Background: an optimization exercise with open tools, aiming at small area. Do not read the settings as production practice. Function not checked in this run: the RTL went through the layout flow alone.

$ cat design.v
package ssf_pkg;
  localparam int unsigned CHUNK_MAX_DEF   = 256;
  localparam int unsigned QUEUE_DEPTH_DEF = 2;
  localparam int unsigned PKT_LEN = 14;
  localparam logic [7:0]  HDR0    = 8'hAA;
  localparam logic [7:0]  HDR1    = 8'hBB;
  localparam logic [9:0] MV_PER_VOLT = 10'd1000;
  localparam logic [31:0] GAIN_HIGH_RST = 32'd818241123;
  localparam logic [31:0] GAIN_MID_RST  = 32'd314988190;
  localparam logic [31:0] GAIN_LOW_RST  = 32'd135601952;
  localparam logic [27:0] OFF_HIGH_RST  = 28'd90706372;
  localparam logic [27:0] OFF_MID_RST   = 28'd87672737;
  localparam logic [27:0] OFF_LOW_RST   = 28'd81147724;
  localparam logic [15:0] PERIOD_RST    = 16'd100;
  localparam logic [15:0] WINDOW_RST    = 16'd1000;
  localparam logic [2:0] CFG_GAIN_HIGH = 3'd0;
  localparam logic [2:0] CFG_GAIN_MID  = 3'd1;
  localparam logic [2:0] CFG_GAIN_LOW  = 3'd2;
  localparam logic [2:0] CFG_OFF_HIGH  = 3'd3;
  localparam logic [2:0] CFG_OFF_MID   = 3'd4;
  localparam logic [2:0] CFG_OFF_LOW   = 3'd5;
  localparam logic [2:0] CFG_PERIOD    = 3'd6;
  localparam logic [2:0] CFG_WINDOW    = 3'd7;
  localparam logic [1:0] RANGE_HIGH = 2'd0;
  localparam logic [1:0] RANGE_MID  = 2'd1;
  localparam logic [1:0] RANGE_LOW  = 2'd2;
  localparam int unsigned ENTRY_W = 78;
  localparam int unsigned PKT_W = 96;
  localparam int unsigned TIMING_W = 32;
  localparam int unsigned CAL_W = 180;
endpackage
module ssf_front #(
  parameter int unsigned CHUNK_MAX = ssf_pkg::CHUNK_MAX_DEF
) (
  input  logic                 clk_i,
  input  logic                 rst_ni,
  input  logic                 push_i,
  output logic                 full_o,
  input  logic                 first_i,
  input  logic [63:0]          now_i,
  input  logic [8:0]           count_i,
  input  logic [1:0]           mode_i,
  input  logic                 ok_i,
  input  logic [11:0]          mv_i,
  input  logic [ssf_pkg::TIMING_W-1:0] tcfg_i,
  output logic                 q_push_o,
  output logic [ssf_pkg::ENTRY_W-1:0]  q_entry_o,
  input  logic                 q_full_i
);
  logic        en;
  logic        accept;
  logic [8:0]  count_c;
  logic [1:0]  mode_c;
  logic [24:0] prod_c;
  logic        s1_vld_q;
  logic        s1_first_q;
  logic [63:0] s1_now_q;
  logic [24:0] s1_prod_q;
  logic        s1_ok_q;
  logic [1:0]  s1_mode_q;
  logic [11:0] s1_mv_q;
  logic        s2_vld_q;
  logic        s2_first_q;
  logic [63:0] s2_now_q;
  logic [63:0] s2_base_q;
  logic [63:0] s2_basep_q;
  logic        s2_ok_q;
  logic [1:0]  s2_mode_q;
  logic [11:0] s2_mv_q;
  logic [63:0] stamp_q, stamp_d;
  logic [63:0] stamp_use;
  logic [64:0] stamp_ext, now_ext, win_ext;
  logic        over;
  logic        resync;
  assign en     = !(s2_vld_q && s2_ok_q && q_full_i);
  assign full_o = !en;
  assign accept = push_i && en;
  always_comb begin
    count_c = count_i;
    if (32'(count_i) > CHUNK_MAX) begin
      count_c = 9'(CHUNK_MAX);
    end
    case (mode_i)
      ssf_pkg::RANGE_HIGH: mode_c = ssf_pkg::RANGE_HIGH;
      ssf_pkg::RANGE_MID:  mode_c = ssf_pkg::RANGE_MID;
      default:    mode_c = ssf_pkg::RANGE_LOW;
    endcase
    prod_c = 25'(count_c) * 25'(tcfg_i[31:16]);
  end
  always_comb begin
    stamp_ext = {1'b0, stamp_q};
    now_ext   = {1'b0, s2_now_q};
    win_ext   = 65'(tcfg_i[15:0]);
    over      = (now_ext > stamp_ext + win_ext) || (stamp_ext > now_ext + win_ext);
    resync    = s2_first_q && ((stamp_q == '0) || over);
    stamp_use = resync ? s2_base_q : stamp_q;
    stamp_d   = resync ? s2_basep_q : stamp_q + 64'(tcfg_i[31:16]);
  end
  assign q_push_o  = en && s2_vld_q && s2_ok_q;
  assign q_entry_o = {stamp_use, s2_mv_q, s2_mode_q};
  always_ff @(posedge clk_i or negedge rst_ni) begin
    if (!rst_ni) begin
      s1_vld_q <= 1'b0;
      s2_vld_q <= 1'b0;
      stamp_q  <= '0;
    end else if (en) begin
      s1_vld_q <= accept;
      s2_vld_q <= s1_vld_q;
      if (s2_vld_q) begin
        stamp_q <= stamp_d;
      end
    end
  end
  always_ff @(posedge clk_i) begin
    if (en) begin
      s1_first_q <= first_i;
      s1_now_q   <= now_i;
      s1_prod_q  <= prod_c;
      s1_ok_q    <= ok_i;
      s1_mode_q  <= mode_c;
      s1_mv_q    <= mv_i;
      s2_first_q <= s1_first_q;
      s2_now_q   <= s1_now_q;
      s2_base_q  <= s1_now_q - 64'(s1_prod_q);
      s2_basep_q <= s1_now_q - 64'(s1_prod_q) + 64'(tcfg_i[31:16]);
      s2_ok_q    <= s1_ok_q;
      s2_mode_q  <= s1_mode_q;
      s2_mv_q    <= s1_mv_q;
    end
  end
endmodule
module ssf_queue #(
  parameter int unsigned DEPTH = ssf_pkg::QUEUE_DEPTH_DEF
) (
  input  logic                clk_i,
  input  logic                rst_ni,
  input  logic                push_i,
  input  logic [ssf_pkg::ENTRY_W-1:0] data_i,
  output logic                full_o,
  input  logic                pop_i,
  output logic [ssf_pkg::ENTRY_W-1:0] data_o,
  output logic                empty_o
);
  localparam int unsigned PTR_W = (DEPTH > 1) ? $clog2(DEPTH) : 1;
  localparam int unsigned CNT_W = $clog2(DEPTH + 1);
  logic [ssf_pkg::ENTRY_W-1:0] mem_q [DEPTH];
  logic [PTR_W-1:0] wr_ptr_q, rd_ptr_q;
  logic [CNT_W-1:0] cnt_q;
  logic             do_push, do_pop;
  assign full_o  = (cnt_q == CNT_W'(DEPTH));
  assign empty_o = (cnt_q == '0);
  assign do_push = push_i && !full_o;
  assign do_pop  = pop_i && !empty_o;
  assign data_o  = mem_q[rd_ptr_q];
  always_ff @(posedge clk_i or negedge rst_ni) begin
    if (!rst_ni) begin
      wr_ptr_q <= '0;
      rd_ptr_q <= '0;
      cnt_q    <= '0;
    end else begin
      if (do_push) begin
        wr_ptr_q <= (wr_ptr_q == PTR_W'(DEPTH - 1)) ? '0 : wr_ptr_q + 1'b1;
      end
      if (do_pop) begin
        rd_ptr_q <= (rd_ptr_q == PTR_W'(DEPTH - 1)) ? '0 : rd_ptr_q + 1'b1;
      end
      if (do_push && !do_pop) begin
        cnt_q <= cnt_q + 1'b1;
      end else if (do_pop && !do_push) begin
        cnt_q <= cnt_q - 1'b1;
      end
    end
  end
  always_ff @(posedge clk_i) begin
    if (do_push) begin
      mem_q[wr_ptr_q] <= data_i;
    end
  end
endmodule
module ssf_float (
  input  logic                clk_i,
  input  logic                rst_ni,
  input  logic                in_vld_i,
  output logic                in_rdy_o,
  input  logic [ssf_pkg::ENTRY_W-1:0] entry_i,
  input  logic [ssf_pkg::CAL_W-1:0] cal_i,
  output logic                out_vld_o,
  input  logic                out_rdy_i,
  output logic [ssf_pkg::PKT_W-1:0] out_pkt_o
);
  localparam logic [2:0] NORM_STEPS = 3'd6;
  localparam logic [1:0] DIV_STEPS  = 2'd3;
  localparam logic [7:0] EXP_BASE   = 8'd139;
  localparam logic [31:0] RECIP_125 = 32'd2199023255;
  localparam logic [7:0]  DIV_125   = 8'd125;
  logic        a_vld_q, a_rdy;
  logic        a_sign_q;
  logic [27:0] a_mag_q;
  logic [31:0] a_gain_q;
  logic [63:0] a_stamp_q;
  logic [27:0] mvs, off_sel;
  logic [31:0] gain_sel;
  logic        neg;
  logic        b_vld_q, b_rdy;
  logic        b_sign_q;
  logic [59:0] b_m_q;
  logic [63:0] b_stamp_q;
  logic        c_vld_q, c_rdy, c_done;
  logic [2:0]  c_cnt_q;
  logic [62:0] c_word_q, word_n;
  logic [5:0]  c_sh_q, sh_n;
  logic        c_sign_q, c_zero_q;
  logic [63:0] c_stamp_q;
  logic        d_vld_q, d_rdy, d_done;
  logic [1:0]  d_cnt_q;
  logic [31:0] d_y_q;
  logic [63:0] d_prod_q;
  logic [25:0] d_quot_q, quot_est;
  logic [7:0]  d_rem_q, rem_est;
  logic        d_lownz_q;
  logic [5:0]  d_sh_q;
  logic        d_sign_q, d_zero_q;
  logic [63:0] d_stamp_q;
  logic        hi, guard, sticky, up;
  logic [23:0] mant;
  logic [24:0] mant_r;
  logic [7:0]  expo;
  logic [31:0] fbits;
  assign d_done   = (d_cnt_q == DIV_STEPS);
  assign d_rdy    = !d_vld_q || (d_done && out_rdy_i);
  assign c_done   = (c_cnt_q == NORM_STEPS);
  assign c_rdy    = !c_vld_q || (c_done && d_rdy);
  assign b_rdy    = !b_vld_q || c_rdy;
  assign a_rdy    = !a_vld_q || b_rdy;
  assign in_rdy_o = a_rdy;
  always_comb begin
    case (entry_i[1:0])
      2'd0:    begin off_sel = cal_i[27:0];  gain_sel = cal_i[115:84];  end
      2'd1:    begin off_sel = cal_i[55:28]; gain_sel = cal_i[147:116]; end
      default: begin off_sel = cal_i[83:56]; gain_sel = cal_i[179:148]; end
    endcase
    mvs      = {entry_i[13:2], 16'b0};
    neg      = (mvs < off_sel);
  end
  always_comb begin
    word_n = c_word_q;
    sh_n   = c_sh_q;
    case (c_cnt_q)
      3'd0: if (c_word_q[62:31] == '0) begin
        word_n = c_word_q << 32;
        sh_n   = c_sh_q + 6'd32;
      end
      3'd1: if (c_word_q[62:47] == '0) begin
        word_n = c_word_q << 16;
        sh_n   = c_sh_q + 6'd16;
      end
      3'd2: if (c_word_q[62:55] == '0) begin
        word_n = c_word_q << 8;
        sh_n   = c_sh_q + 6'd8;
      end
      3'd3: if (c_word_q[62:59] == '0) begin
        word_n = c_word_q << 4;
        sh_n   = c_sh_q + 6'd4;
      end
      3'd4: if (c_word_q[62:61] == '0) begin
        word_n = c_word_q << 2;
        sh_n   = c_sh_q + 6'd2;
      end
      3'd5: if (!c_word_q[62]) begin
        word_n = c_word_q << 1;
        sh_n   = c_sh_q + 6'd1;
      end
      default: ;
    endcase
  end
  always_comb begin
    quot_est = d_prod_q[63:38];
    rem_est  = 8'(d_y_q - 32'(quot_est) * 32'(DIV_125));
  end
  always_comb begin
    hi     = d_quot_q[25];
    mant   = hi ? d_quot_q[25:2] : d_quot_q[24:1];
    guard  = hi ? d_quot_q[1] : d_quot_q[0];
    sticky = (hi && d_quot_q[0]) || (d_rem_q != '0) || d_lownz_q;
    up     = guard && (sticky || mant[0]);
    mant_r = {1'b0, mant} + 25'(up);
    expo   = EXP_BASE - {2'b0, d_sh_q} + {7'b0, hi} + {7'b0, mant_r[24]};
    fbits  = d_zero_q ? '0 : {d_sign_q, expo, mant_r[22:0]};
  end
  assign out_vld_o = d_vld_q && d_done;
  assign out_pkt_o = {fbits, d_stamp_q};
  always_ff @(posedge clk_i or negedge rst_ni) begin
    if (!rst_ni) begin
      a_vld_q <= 1'b0;
      b_vld_q <= 1'b0;
      c_vld_q <= 1'b0;
      c_cnt_q <= '0;
      d_vld_q <= 1'b0;
      d_cnt_q <= '0;
    end else begin
      if (a_rdy) begin
        a_vld_q <= in_vld_i;
      end
      if (b_rdy) begin
        b_vld_q <= a_vld_q;
      end
      if (c_rdy) begin
        c_vld_q <= b_vld_q;
        c_cnt_q <= '0;
      end else if (c_vld_q && !c_done) begin
        c_cnt_q <= c_cnt_q + 1'b1;
      end
      if (d_rdy) begin
        d_vld_q <= c_vld_q && c_done;
        d_cnt_q <= '0;
      end else if (d_vld_q && !d_done) begin
        d_cnt_q <= d_cnt_q + 1'b1;
      end
    end
  end
  always_ff @(posedge clk_i) begin
    if (a_rdy && in_vld_i) begin
      a_sign_q  <= neg;
      a_mag_q   <= neg ? off_sel - mvs : mvs - off_sel;
      a_gain_q  <= gain_sel;
      a_stamp_q <= entry_i[77:14];
    end
    if (b_rdy && a_vld_q) begin
      b_sign_q  <= a_sign_q;
      b_m_q     <= 60'(a_mag_q) * 60'(a_gain_q);
      b_stamp_q <= a_stamp_q;
    end
    if (c_rdy && b_vld_q) begin
      c_word_q  <= {3'b0, b_m_q};
      c_sh_q    <= '0;
      c_sign_q  <= b_sign_q;
      c_zero_q  <= (b_m_q == '0);
      c_stamp_q <= b_stamp_q;
    end else if (c_vld_q && !c_done) begin
      c_word_q <= word_n;
      c_sh_q   <= sh_n;
    end
    if (d_rdy && c_vld_q && c_done) begin
      d_y_q     <= c_word_q[62:31];
      d_lownz_q <= (c_word_q[30:0] != '0);
      d_sh_q    <= c_sh_q;
      d_sign_q  <= c_sign_q;
      d_zero_q  <= c_zero_q;
      d_stamp_q <= c_stamp_q;
    end else if (d_vld_q && !d_done) begin
      case (d_cnt_q)
        2'd0: d_prod_q <= 64'(d_y_q) * 64'(RECIP_125);
        2'd1: begin
          d_quot_q <= quot_est;
          d_rem_q  <= rem_est;
        end
        default: if (d_rem_q >= DIV_125) begin
          d_quot_q <= d_quot_q + 1'b1;
          d_rem_q  <= d_rem_q - DIV_125;
        end
      endcase
    end
  end
endmodule
module ssf_serial (
  input  logic              clk_i,
  input  logic              rst_ni,
  input  logic              in_vld_i,
  output logic              in_rdy_o,
  input  logic [ssf_pkg::PKT_W-1:0] pkt_i,
  input  logic              pop_i,
  output logic              empty_o,
  output logic [7:0]        byte_o,
  output logic              last_o
);
  localparam logic [3:0] LAST_IDX = 4'(ssf_pkg::PKT_LEN - 1);
  logic         pkt_vld_q;
  logic [3:0]   idx_q;
  logic [ssf_pkg::PKT_W-1:0] pkt_q;
  logic         out_vld_q;
  logic [7:0]   out_byte_q;
  logic         out_last_q;
  logic         adv, issue, last_idx;
  logic [111:0] pkt_bytes;
  logic [7:0]   byte_c;
  assign adv      = !out_vld_q || pop_i;
  assign issue    = adv && pkt_vld_q;
  assign last_idx = (idx_q == LAST_IDX);
  assign in_rdy_o = !pkt_vld_q || (issue && last_idx);
  assign pkt_bytes = {pkt_q[63:0], pkt_q[95:64], ssf_pkg::HDR1, ssf_pkg::HDR0};
  assign byte_c    = pkt_bytes[8*idx_q +: 8];
  assign empty_o = !out_vld_q;
  assign byte_o  = out_byte_q;
  assign last_o  = out_last_q;
  always_ff @(posedge clk_i or negedge rst_ni) begin
    if (!rst_ni) begin
      pkt_vld_q <= 1'b0;
      idx_q     <= '0;
      out_vld_q <= 1'b0;
    end else begin
      if (in_rdy_o && in_vld_i) begin
        pkt_vld_q <= 1'b1;
        idx_q     <= '0;
      end else if (issue) begin
        if (last_idx) begin
          pkt_vld_q <= 1'b0;
        end else begin
          idx_q <= idx_q + 1'b1;
        end
      end
      if (adv) begin
        out_vld_q <= pkt_vld_q;
      end
    end
  end
  always_ff @(posedge clk_i) begin
    if (in_rdy_o && in_vld_i) begin
      pkt_q <= pkt_i;
    end
    if (adv) begin
      out_byte_q <= byte_c;
      out_last_q <= last_idx;
    end
  end
endmodule
module scope_sample_framer #(
  parameter int unsigned CHUNK_MAX   = ssf_pkg::CHUNK_MAX_DEF,
  parameter int unsigned QUEUE_DEPTH = ssf_pkg::QUEUE_DEPTH_DEF
) (
  input  logic        clk_i,
  input  logic        rst_ni,
  input  logic        push,
  output logic        full,
  input  logic        first_of_chunk_i,
  input  logic [63:0] current_time_us_i,
  input  logic [8:0]  chunk_samples_i,
  input  logic [1:0]  gain_mode_i,
  input  logic        channel_ok_i,
  input  logic [11:0] calibrated_mv_i,
  output logic        empty,
  input  logic        pop,
  output logic [7:0]  out_byte_o,
  output logic        last_of_packet_o,
  input  logic        cfg_we_i,
  input  logic [2:0]  cfg_idx_i,
  input  logic [31:0] cfg_wdata_i
);
  logic [ssf_pkg::CAL_W-1:0]    cal_q;
  logic [ssf_pkg::TIMING_W-1:0] tcfg_q;
  logic        q_push, q_full, q_empty, flt_rdy;
  logic [ssf_pkg::ENTRY_W-1:0]  q_in, q_out;
  logic        flt_vld, ser_rdy;
  logic [ssf_pkg::PKT_W-1:0]    flt_pkt;
  always_ff @(posedge clk_i or negedge rst_ni) begin
    if (!rst_ni) begin
      cal_q[115:84]  <= ssf_pkg::GAIN_HIGH_RST;
      cal_q[147:116] <= ssf_pkg::GAIN_MID_RST;
      cal_q[179:148] <= ssf_pkg::GAIN_LOW_RST;
      cal_q[27:0]    <= ssf_pkg::OFF_HIGH_RST;
      cal_q[55:28]   <= ssf_pkg::OFF_MID_RST;
      cal_q[83:56]   <= ssf_pkg::OFF_LOW_RST;
      tcfg_q[31:16]  <= ssf_pkg::PERIOD_RST;
      tcfg_q[15:0]   <= ssf_pkg::WINDOW_RST;
    end else if (cfg_we_i) begin
      unique case (cfg_idx_i)
        ssf_pkg::CFG_GAIN_HIGH:  cal_q[115:84]  <= cfg_wdata_i;
        ssf_pkg::CFG_GAIN_MID:   cal_q[147:116] <= cfg_wdata_i;
        ssf_pkg::CFG_GAIN_LOW:   cal_q[179:148] <= cfg_wdata_i;
        ssf_pkg::CFG_OFF_HIGH:   cal_q[27:0]    <= cfg_wdata_i[27:0];
        ssf_pkg::CFG_OFF_MID:    cal_q[55:28]   <= cfg_wdata_i[27:0];
        ssf_pkg::CFG_OFF_LOW:    cal_q[83:56]   <= cfg_wdata_i[27:0];
        ssf_pkg::CFG_PERIOD:     tcfg_q[31:16]  <= cfg_wdata_i[15:0];
        ssf_pkg::CFG_WINDOW:     tcfg_q[15:0]   <= cfg_wdata_i[15:0];
        default: ;
      endcase
    end
  end
  ssf_front #(
    .CHUNK_MAX (CHUNK_MAX)
  ) u_front (
    .clk_i     (clk_i),
    .rst_ni    (rst_ni),
    .push_i    (push),
    .full_o    (full),
    .first_i   (first_of_chunk_i),
    .now_i     (current_time_us_i),
    .count_i   (chunk_samples_i),
    .mode_i    (gain_mode_i),
    .ok_i      (channel_ok_i),
    .mv_i      (calibrated_mv_i),
    .tcfg_i    (tcfg_q),
    .q_push_o  (q_push),
    .q_entry_o (q_in),
    .q_full_i  (q_full)
  );
  ssf_queue #(
    .DEPTH (QUEUE_DEPTH)
  ) u_queue (
    .clk_i   (clk_i),
    .rst_ni  (rst_ni),
    .push_i  (q_push),
    .data_i  (q_in),
    .full_o  (q_full),
    .pop_i   (flt_rdy),
    .data_o  (q_out),
    .empty_o (q_empty)
  );
  ssf_float u_float (
    .clk_i     (clk_i),
    .rst_ni    (rst_ni),
    .in_vld_i  (!q_empty),
    .in_rdy_o  (flt_rdy),
    .entry_i   (q_out),
    .cal_i     (cal_q),
    .out_vld_o (flt_vld),
    .out_rdy_i (ser_rdy),
    .out_pkt_o (flt_pkt)
  );
  ssf_serial u_serial (
    .clk_i    (clk_i),
    .rst_ni   (rst_ni),
    .in_vld_i (flt_vld),
    .in_rdy_o (ser_rdy),
    .pkt_i    (flt_pkt),
    .pop_i    (pop),
    .empty_o  (empty),
    .byte_o   (out_byte_o),
    .last_o   (last_of_packet_o)
  );
endmodule
$ cat run.sh
#!/bin/bash
# synth_recipe.tcl (not shown) runs the flow's synth.tcl, then flattens the netlist and writes it again
# the make line also repeats each setting of config.mk as NAME=value (left out here)
make -C /OpenROAD-flow-scripts/flow DESIGN_CONFIG=/design/flow/config.mk WORK_HOME=/design/flow/orfs CLKGATE_MAP_FILE= SYNTH_SCRIPT=/design/flow/synth_recipe.tcl finish
$ cat config.mk
export PLATFORM = sky130hd
export DESIGN_NAME = scope_sample_framer
export DESIGN_NICKNAME = scope_sample_framer
export VERILOG_FILES = /design/flow/design.v
export SDC_FILE = /design/flow/constraint.sdc
export NUM_CORES = 4
export LEC_CHECK = 0
export CAP_MARGIN = 20
export CORE_MARGIN = 2
export CORE_UTILIZATION = 40
export SLEW_MARGIN = 20
$ cat constraint.sdc
create_clock -name core_clock -period 10.0 [get_ports {clk_i}]
set_input_delay 2.0000 -clock core_clock [delete_from_list [all_inputs] [get_ports {clk_i}]]
set_output_delay 2.0000 -clock core_clock [all_outputs]
set_load 0.01 [all_outputs]
==> notes.md <==
[metal layers]
metal  vias up  share of wire [%]  track usage (%)
met3       586                5.8             3.08
met1     39700                 43             28.7
li1      35700                  -                -
met5         -              0.023                0
met2      2439                 47             35.2
met4        10                4.0             7.62
[cell type report]
type / count / area, um2 / area share (%)
antenna: 8 / 20.0 / 0.0155
clock buffer: 190 / 4230 / 3.28
clock inverter: 94 / 1070 / 0.832
inverter: 1887 / 7090 / 5.50
multi-input combinational: 7053 / 67600 / 52.5
sequential: 1421 / 41200 / 32.0
tap: 3900 / 4880 / 3.79
timing repair buffer: 301 / 2740 / 2.13
[critical path, delay by kind of cell, from the launching register on]
kind / cells / cell delay (ns)
AO/OA/AOI/OAI: 10 / 2.93
adder cells (fa/ha/maj): 8 / 3.83
buffers and inverters: 4 / 0.19
XOR/XNOR: 1 / 0.09
flip-flops: 1 / 1.15
AND/OR/NAND/NOR: 2 / 0.48
[cell usage after synthesis, types with 15 or more instances]
cell type and count:
o211ai_1 29, nor2b_1 65, nand4_1 105, and3_1 47, edfxtp_1 1115, a22oi_1 112
clkbuf_1 402, o31ai_1 17, o21ai_0 287, a41oi_1 20, xor2_1 150, mux2_2 323
fa_1 1254, a31oi_1 33, and4_1 15, dfstp_2 87, or3_1 29, mux2i_1 130
a211o_1 18, inv_1 1885, o21a_1 33, and2_1 540, a21o_1 152, nand2_1 1016
nor3_1 122, o21bai_1 27, buf_1 48, ha_1 944, nor2_1 406, or4_1 20
or2_2 15, xnor2_1 295, nand3_1 132, a21oi_1 310, nand2b_1 41, mux4_2 17
a221oi_1 49, dfrtp_1 210, nor4_1 85, a211oi_1 45
[kinds of logic (layout without fill, tap and decap cells)]
kind of cell,Yosys count,in the layout
buf+inv,2339,2472
flops,1421,1421
xor+xnor,445,445
mux,470,470
compound gates,1245,1245
simple gates,2695,2695
fa+ha+maj,2198,2198
other cells,0,8
[cell usage in the layout (no fill, tap or decap), drive strengths merged, types with 47 or more instances in the layout]
cell           Yosys  layout
xor2             150     150
a22oi            112     112
and2             544     544
fa              1254    1254
nor3             122     122
dfrtp            210     210
nor2             407     407
a21oi            310     310
edfxtp          1115    1115
clkdlybuf4s50      0     138
and3              47      47
dfstp             87      87
clkbuf           402     190
buf               50     163
nand2           1016    1016
o21ai            287     287
xnor2            295     295
nor2b             65      65
mux2i            130     130
mux2             323     323
a221oi            49      49
nor4              85      85
a21o             152     152
nand3            132     132
clkinv             2      51
nand4            105     105
inv             1885    1903
ha               944     944
[worst min-delay path by stage]
stage,from,to,slack (ns),depth (start not counted)
2_1_floorplan,u_float.a_sign_q,u_float.b_sign_q,0.40,0
3_3_place_gp,u_float.b_stamp_q[32],u_float.c_stamp_q[32],0.40,0
3_5_place_dp,u_float.a_stamp_q[28],u_float.b_stamp_q[28],0.40,0
4_1_cts,u_float.a_stamp_q[34],u_float.b_stamp_q[34],0.36,0
5_1_grt,u_float.a_stamp_q[27],u_float.b_stamp_q[27],0.37,0
6_report,u_float.a_stamp_q[34],u_float.b_stamp_q[34],0.38,0
[flip-flops by register name (all words and copies together), names as in the netlist, 25 cells and up]
name,cells
cal_q,180
tcfg_q,32
u_float.a_gain_q,32
u_float.a_mag_q,28
u_float.a_stamp_q,64
u_float.b_m_q,60
u_float.b_stamp_q,64
u_float.c_stamp_q,64
u_float.c_word_q,63
u_float.d_prod_q,26
u_float.d_quot_q,26
u_float.d_stamp_q,64
u_float.d_y_q,32
u_front.s1_now_q,64
u_front.s1_prod_q,25
u_front.s2_base_q,64
u_front.s2_basep_q,64
u_front.s2_now_q,64
u_front.stamp_q,64
u_queue.mem_q,156
u_serial.pkt_q,96
[through the flow]
step	instance area (um2)	utilization, %	std cells
after floorplan	117000	-	10800
after detailed placement	123000	42.4	14600
after global placement	123000	42.3	14600
final	129000	44.2	14900
after global routing	129000	44.2	14800
after CTS	129000	44.2	14800
==> run_summary.xml <==
<?xml version="1.0" encoding="UTF-8"?>
<metrics>
  <group name="run_status">
    <metric name="run_status" unit="">complete, no violations</metric>
  </group>
  <group name="worst_hold_path">
    <metric name="worst_hold_path_type" unit="">register to register</metric>
  </group>
  <group name="run">
    <metric name="drv_cap" unit="">0</metric>
  </group>
  <group name="clocking">
    <metric name="clock_sink_count" unit="">1421</metric>
    <metric name="ctsResizeCount" unit="">0</metric>
    <metric name="cts_root_buffer" unit="">clkbuf_16</metric>
    <metric name="clkLatencyLatePin" unit="ns">0.87</metric>
    <metric name="number_of_buffers_inserted_during_clock_tree_synthesis" unit="">161</metric>
    <metric name="worst_setup_hold_path_clk_slew" unit="ns">0.06</metric>
    <metric name="cts_setup_buffers" unit="">0</metric>
    <metric name="cts.path.max_buffers" unit="">4</metric>
    <metric name="htreeDepth" unit="">4</metric>
    <metric name="tritoncts" unit="">built</metric>
    <metric name="cts.hold.buffers_added" unit="">0</metric>
  </group>
  <group name="routing">
    <metric name="iteration_count_of_the_initial_detailed_routing_pass" unit="">6</metric>
    <metric name="detail_route.iter0.violations" unit="">5750</metric>
    <metric name="drt_wl_total" unit="um">316000</metric>
    <metric name="wl_per_cell" unit="um">21.3</metric>
    <metric name="routed-via-count" unit="">78500</metric>
    <metric name="ant_nets" unit="">0</metric>
    <metric name="remaining_drc_errors" unit="">0</metric>
    <metric name="route.detailed.vias_per_inst" unit="">5.28</metric>
  </group>
  <group name="worst_setup_path">
    <metric name="worstReg2RegEnd" unit="">u_float.b_m_q[57]</metric>
    <metric name="slowest_delay" unit="ns">1.15</metric>
    <metric name="r2r.worst_path.cells" unit="">25</metric>
    <metric name="crit_path_end" unit="">u_float.b_m_q[57]</metric>
    <metric name="crit_path_start_kind" unit="">register</metric>
    <metric name="cp.required" unit="ns">10.51</metric>
    <metric name="setup.reg_to_reg.worst_slack" unit="ns">0.98</metric>
    <metric name="critPathMaxFanout" unit="">23</metric>
    <metric name="setup.worst_path.start" unit="">u_float.a_gain_q[13]</metric>
    <metric name="path_class" unit="">register to register</metric>
    <metric name="worst_reg2reg_startpoint" unit="">u_float.a_gain_q[13]</metric>
    <metric name="crit_arrival" unit="ns">9.53</metric>
    <metric name="cp_common_cell" unit="">fa_1</metric>
    <metric name="crit_path_top_delay_cell" unit="">edfxtp_1</metric>
    <metric name="crit_path_end_kind" unit="">register</metric>
  </group>
  <group name="timing">
    <metric name="worst-slew-pin-transition" unit="ns">1.21</metric>
    <metric name="fmax" unit="GHz">0.111</metric>
    <metric name="maxSlewHeadroom" unit="%">19.3</metric>
    <metric name="post-route-worst-setup-slack" unit="ns">0.976</metric>
    <metric name="final_min_period_over_clock_period" unit="%">90.2</metric>
    <metric name="hold_viol_final" unit="">0</metric>
    <metric name="whs" unit="ns">0.379</metric>
    <metric name="final_max_slew_viol_count" unit="">0</metric>
    <metric name="min_period" unit="ns">9.02</metric>
    <metric name="setup-tns-final" unit="ns">0</metric>
    <metric name="worst_clock_skew" unit="ns">0.113</metric>
    <metric name="rsz_0062_raised_after_global_routing" unit="">false</metric>
    <metric name="setup_viol" unit="">0</metric>
  </group>
  <group name="synth">
    <metric name="yosys.cell_types.count" unit="">82</metric>
    <metric name="synthSimpleGateAreaFrac" unit="%">11.2</metric>
    <metric name="synth_enable_flop_cells" unit="">1115</metric>
    <metric name="area_share_of_the_leading_cell_type_in_the_synthesized_netlist" unit="%">28.5</metric>
    <metric name="synth_largest_area_cell" unit="">edfxtp_1</metric>
    <metric name="post_synth_main_area_contributors" unit="">edfxtp_1 29%, fa_1 21%, ha_1 10%</metric>
    <metric name="async_set_or_reset_register_ratio_after_synthesis" unit="%">20.9</metric>
    <metric name="largest_family_of_logic_cells_by_synthesized_area" unit="">adder cells</metric>
    <metric name="post_synthesis_mux_area_share" unit="%">4.53</metric>
    <metric name="share_of_synthesized_area_occupied_by_flip_flops_and_latches" unit="%">35.1</metric>
    <metric name="synth_ff_type" unit="">edfxtp_1</metric>
    <metric name="synth_compound_gate_area_share" unit="%">6.87</metric>
    <metric name="share_of_the_synthesized_netlist_area_taken_by_xor_and_xnor_gates" unit="%">3.32</metric>
    <metric name="synthesis.area" unit="um2">117000</metric>
    <metric name="synthAdderAreaFrac" unit="%">31.5</metric>
    <metric name="synth-warning-count" unit="">5</metric>
    <metric name="postSynthRegisterBits" unit="">1421</metric>
    <metric name="syn_nets" unit="">13100</metric>
    <metric name="syn-instance-count" unit="">10800</metric>
    <metric name="mean_cell_area_of_the_mapped_netlist" unit="um2">10.9</metric>
  </group>
  <group name="layout">
    <metric name="syn_to_final_growth" unit="%">9.72</metric>
    <metric name="layout.filler_cells" unit="">27200</metric>
    <metric name="final_net_count" unit="">13200</metric>
    <metric name="layout-drive-gt1-share" unit="%">8.26</metric>
  </group>
  <group name="floorplanning">
    <metric name="row_count" unit="">198</metric>
    <metric name="floorplan.die_area" unit="um2">298000</metric>
    <metric name="die_height" unit="um">546</metric>
    <metric name="floorplan.initialDensity" unit="%">40.3</metric>
    <metric name="floorplan.die.width" unit="um">546</metric>
    <metric name="placeableCoreArea" unit="um2">291000</metric>
    <metric name="ioPinCount" unit="">140</metric>
  </group>
  <group name="placed_design">
    <metric name="dpl.hpwl" unit="um">243000</metric>
    <metric name="place_ws" unit="ns">0.883</metric>
    <metric name="numPortBuffers" unit="">139</metric>
    <metric name="place_congestion" unit="">0.936</metric>
  </group>
  <group name="global_routing">
    <metric name="grt_max_degree" unit="">155</metric>
    <metric name="global_route_wire_length_before_repair" unit="um">496000</metric>
    <metric name="number_of_antenna_violations_at_the_first_check_in_global_routing" unit="">15</metric>
    <metric name="number_of_global_route_vias_before_repair" unit="">83500</metric>
    <metric name="grt.total_usage" unit="%">21.4</metric>
    <metric name="globalRoute.totalOverflow" unit="">0</metric>
  </group>
</metrics>

[port drivers added, routing unchanged]
How much do the figures lean on ideal ports? The routed layout below was timed once more, with nothing changed but the port constraints. Step 1 (the two cells are an assumption about what drives the block):
set clk [get_ports {clk_i}]
set_driving_cell -lib_cell sky130_fd_sc_hd__clkbuf_16 $clk
set_driving_cell -lib_cell sky130_fd_sc_hd__buf_2 [delete_from_list [all_inputs] $clk]
Step 2 adds t to the input delays and takes it off the output delays; t is the mean of the earliest and latest rising clock arrival at the registers after step 1. Input paths then give back, and output paths get back, about the clock's delay inside the block. a / b / c = ideal / step 1 / step 2; a / b = the first two.
t (ns): 0.897
setup WS [ns]: 0.976 / 0.976 / 0.976
worst hold slack (ns): 0.379 / 0.379 / 0.379
pins driven straight from the clock port: 1
After both steps setup and hold are still met in this run. For this run, drivers alone change the setup slack by 0.000 ns; drivers and shift together by 0.000 ns.
